Context: an optimization exercise on an open-source flow, tuned for small area, a short achievable clock period and few clock cycles per item. The choices shown serve that exercise and are no tape-out recipe.
Function was checked by simulation only, so behaviour that the tests miss may differ from the original.

## run 1
## q_update_engine
module q_update_engine #(
  parameter int DATA_WIDTH  = 16,
  parameter int FRAC_BITS   = 8,
  parameter int NUM_STATES  = 16,
  parameter int NUM_ACTIONS = 4,
  localparam int SW = $clog2(NUM_STATES),
  localparam int AW = $clog2(NUM_ACTIONS)
) (
  input  logic                  clk,
  input  logic                  rst_n,
  input  logic                  clear,
  input  logic                  in_valid,
  output logic                  in_ready,
  input  logic [SW-1:0]         in_state,
  input  logic [AW-1:0]         in_action,
  input  logic [SW-1:0]         in_next_state,
  input  logic [DATA_WIDTH-1:0] in_reward,
  input  logic                  in_terminal,
  input  logic [DATA_WIDTH-1:0] alpha,
  input  logic [DATA_WIDTH-1:0] gamma,
  output logic                  out_valid,
  input  logic                  out_ready,
  output logic [DATA_WIDTH-1:0] out_q_new,
  output logic [AW-1:0]         out_best_action,
  output logic                  busy
);
Size in the first run: about 6,000 cells after synthesis, roughly 85 I/O pins.
export LEC_CHECK = 0
export CAP_MARGIN = 30
export CORE_MARGIN = 2
export CORE_UTILIZATION = 45
export CTS_CLUSTER_DIAMETER = 100
export CTS_CLUSTER_SIZE = 20
export PLACE_DENSITY = 0.65
export SLEW_MARGIN = 25
create_clock -name core_clock -period 14.0 [get_ports {clk}]
standard.sh (not shown) runs the stock make flow with config.mk's settings and CLKGATE_MAP_FILE= SYNTH_SCRIPT=/design/flow/synth_recipe.tcl, a recipe that flattens the netlist after the stock synthesis.
==> flow/flow/run.sh <==
#!/bin/bash
# The standard layout (standard.sh: unchanged synthesis, steps, power grid
# and tap cells) with two changes to how the layout is made:
#  - timing repair aims at a setup slack of 8.45 ns at the design's 14 ns
#    clock, so repair_timing works on every path longer than 5.55 ns instead of
#    only on violating ones (the clock and I/O constraints are unchanged);
#  - every port still gets a buffer, but buf_2 instead of the delay cell
#    buffer_ports picks by default.
# All of make's output goes to standard.log; ORFS keeps each step's own log
# under orfs/logs/.
set -euo pipefail
bash standard.sh SETUP_SLACK_MARGIN=8.45 "BUFFER_PORTS_ARGS=-buffer_cell sky130_fd_sc_hd__buf_2" finish > standard.log 2>&1
Testbench counts of run 1, summed over its fixed seeds: cycles 2,683, items 2,400.
Here is what was changed in the inputs of run 2 compared with run 1.
# run 1
export LEC_CHECK = 0
export CAP_MARGIN = 30
export CORE_MARGIN = 2
export CORE_UTILIZATION = 45
export CTS_CLUSTER_DIAMETER = 100
export CTS_CLUSTER_SIZE = 20
export PLACE_DENSITY = 0.65
export SLEW_MARGIN = 25
create_clock -name core_clock -period 14.0 [get_ports {clk}]
# run 2
export LEC_CHECK = 0
export CAP_MARGIN = 30
export CORE_MARGIN = 2
export CORE_UTILIZATION = 45
export CTS_CLUSTER_DIAMETER = 100
export CTS_CLUSTER_SIZE = 20
export PLACE_DENSITY = 0.55
export SLEW_MARGIN = 25
create_clock -name core_clock -period 14.0 [get_ports {clk}]
==> flow/flow/run.sh <==
#!/bin/bash
# The standard layout (standard.sh, unchanged synthesis and steps), with
# timing repair aimed at a setup slack of 8.3 ns at the design's 14 ns clock:
# repair_timing then works on every path longer than 5.7 ns instead of only on
# violating ones. All of make's output goes to standard.log; ORFS keeps each
# step's own log under orfs/logs/.
set -euo pipefail
bash standard.sh SETUP_SLACK_MARGIN=8.3 finish > standard.log 2>&1
Notes after the runs:
- Diff run 1 -> run 2: fraction of area in multi-input gates lower, cell count roughly the same, worst slack on hold paths lower, logic depth of the worst setup path including buffers higher, post-route fraction of the period consumed by the critical path roughly the same.
- Looking at run 1 and run 2, the mux contribution to synthesized area is a wash.
- In run 2 the core utilization turned out 0.38 points higher than in run 1.
- Comparing run 1 and run 2, average wire per cell in the routed design is higher on run 2.
- Re global-route met1 utilization: run 1 and run 2 aren't equal, and the higher value belongs to run 2.
- Summary: with run 1 as the reference, count of clock-buffer cells in the layout in run 2 moved down slightly.
What run 3 does differently from run 2 at the input level:
==> flow/flow/run.sh <==
#!/bin/bash
# The standard layout (standard.sh: unchanged synthesis, steps, power grid
# and tap cells) with two changes to how the layout is made:
#  - timing repair aims at a setup slack of 8.3 ns at the design's 14 ns
#    clock, so repair_timing works on every path longer than 5.7 ns instead of
#    only on violating ones (the clock and I/O constraints are unchanged);
#  - every port still gets a buffer, but buf_2 instead of the delay cell
#    buffer_ports picks by default.
# All of make's output goes to standard.log; ORFS keeps each step's own log
# under orfs/logs/.
set -euo pipefail
bash standard.sh SETUP_SLACK_MARGIN=8.3 "BUFFER_PORTS_ARGS=-buffer_cell sky130_fd_sc_hd__buf_2" finish > standard.log 2>&1
Findings:
Run 3 ends up with lower critical path depth than run 2 does. Summary of run 3 over run 2: portion of the post-synthesis area used by sequential elements now sits at about the same level; placed cell count now sits at about the same level.
diff inputs: run 3 => run 4
# run 3
export LEC_CHECK = 0
export CAP_MARGIN = 30
export CORE_MARGIN = 2
export CORE_UTILIZATION = 45
export CTS_CLUSTER_DIAMETER = 100
export CTS_CLUSTER_SIZE = 20
export PLACE_DENSITY = 0.55
export SLEW_MARGIN = 25
create_clock -name core_clock -period 14.0 [get_ports {clk}]
# run 4
export LEC_CHECK = 0
export CAP_MARGIN = 30
export CORE_MARGIN = 2
export CORE_UTILIZATION = 45
export CTS_CLUSTER_DIAMETER = 100
export CTS_CLUSTER_SIZE = 20
export PLACE_DENSITY = 0.65
export SLEW_MARGIN = 25
create_clock -name core_clock -period 14.0 [get_ports {clk}]
==> comparison <==
Run 4 was carried through to the last stage, and its layout satisfied the timing, DRC and antenna checks.
Worst slack on hold paths across run 3 and run 4: no real change.
Sequential cell area fraction in the yosys report came out exactly the same in run 3 and run 4.
Fraction of area in multi-input gates of run 4 is on par with run 3.
~same post-layout minimum cycle time in run 3 and run 4
Run 4 ends up with lower wire length of the first global-routing pass than run 3 does.
The lower routed length per placed instance came out of run 4.

---

q_update_engine, a different RTL version from the one above (not shown whole).
Size in the first run: ~1,400 flip-flops, ~85 I/O pins.
Settings: LEC_CHECK=0, CAP_MARGIN=30, CORE_MARGIN=2, CORE_UTILIZATION=45, CTS_CLUSTER_DIAMETER=100, CTS_CLUSTER_SIZE=20, PLACE_DENSITY=0.65, SLEW_MARGIN=25; clock period 14.0 ns.
==> flow/flow/run.sh <==
#!/bin/bash
# The standard layout (standard.sh: unchanged synthesis, steps, power grid
# and tap cells) with two changes to how the layout is made:
#  - timing repair aims at a setup slack of 8.3 ns at the design's 14 ns
#    clock, so repair_timing works on every path longer than 5.7 ns instead of
#    only on violating ones (the clock and I/O constraints are unchanged);
#  - every port still gets a buffer, but buf_2 instead of the delay cell
#    buffer_ports picks by default.
# All of make's output goes to standard.log; ORFS keeps each step's own log
# under orfs/logs/.
set -euo pipefail
bash standard.sh SETUP_SLACK_MARGIN=8.3 "BUFFER_PORTS_ARGS=-buffer_cell sky130_fd_sc_hd__buf_2" finish > standard.log 2>&1
Testbench counts at the start, summed over its fixed seeds: cycles 2,665, items 2,400.
==> next run, changes <==
--- a/flow/config.mk
+++ b/flow/config.mk
@@ -13 +13 @@
-export PLACE_DENSITY = 0.65
+export PLACE_DENSITY = 0.55
Outcome: Fmax is higher by 2.1%. Hold slack is better by 0.018 ns. Die area does not change. Register-to-register slack improved by 0.10 ns. Critical path depth came out lower by 7. Global-route usage rises by 2.3 points. Count of clock-buffer cells in the layout is higher by 9.

---

== alpha ==
q_update_engine, a different RTL version from the one above (not shown whole).
Size: ~5600 cells after synthesis, roughly 1400 flip-flops, ~85 I/O pins.
export LEC_CHECK = 0
export CAP_MARGIN = 30
export CORE_MARGIN = 2
export CORE_UTILIZATION = 45
export CTS_CLUSTER_DIAMETER = 100
export CTS_CLUSTER_SIZE = 20
export PLACE_DENSITY = 0.55
export SLEW_MARGIN = 25
create_clock -name core_clock -period 14.0 [get_ports {clk}]
Scripts as last shown in full above: flow/flow/run.sh
Testbench counts of alpha, summed over its fixed seeds: cycles 2,922, items 2,400.
--- input diff alpha..beta ---
==> flow/flow/run.sh <==
#!/bin/bash
# The standard layout (standard.sh, unchanged synthesis and steps), with
# timing repair aimed at a setup slack of 8.3 ns at the design's 14 ns clock:
# repair_timing then works on every path longer than 5.7 ns instead of only on
# violating ones. All of make's output goes to standard.log; ORFS keeps each
# step's own log under orfs/logs/.
set -euo pipefail
bash standard.sh SETUP_SLACK_MARGIN=8.3 finish > standard.log 2>&1
==> notes.md <==
Comparing beta with alpha, the critical path depth came out essentially unchanged.
The sequential fraction of total cell area of beta falls short of that of alpha by 0.23 points.
Delta (beta minus alpha): met2 global-route usage went up by 2.0 points; antenna diode instance count dropped 4; net count reported at finish stayed essentially flat.

==> static timing again, ports no longer ideal <==
The results above use ideal ports. As a check the final layouts listed here were re-extracted and re-timed, cells and wires unchanged. Step 1 assumes that a clkbuf_16 drives the clock port and a buf_2 every other input. Step 2 times the ports against the registers' clock, not the clock port: input delays grow and output delays shrink by t, the midpoint of the rising clock arrivals with the driver on. Three values: ideal ports, drivers, drivers and shift; two values: the first two.
| run | shift t [ns] | setup WS [ns] | worst setup path at the end |
|---|---|---|---|
| run 1 | 0.849 | 8.135 / 8.097 / 7.374 | input to register |
| run 2 | 0.831 | 8.131 / 8.094 / 7.365 | input to register |
| run 3 | 0.845 | 8.133 / 8.096 / 7.550 | input to register |
| run 4 | 0.849 | 8.135 / 8.097 / 7.449 | input to register |
| the first run of note 2 | 0.842 | 8.007 / 8.037 / 7.232 | input to register |
| the second run of note 2 | 0.847 | 8.132 / 8.095 / 7.382 | input to register |
| alpha | 0.858 | 8.096 / 8.023 / 7.400 | input to register |
| beta | 0.816 | 8.105 / 8.045 / 7.416 | input to register |
After both steps setup and hold are still met in every run listed. For the first run of note 2, which loses most, drivers alone change the setup slack by +0.030 ns; drivers and shift together by -0.775 ns.
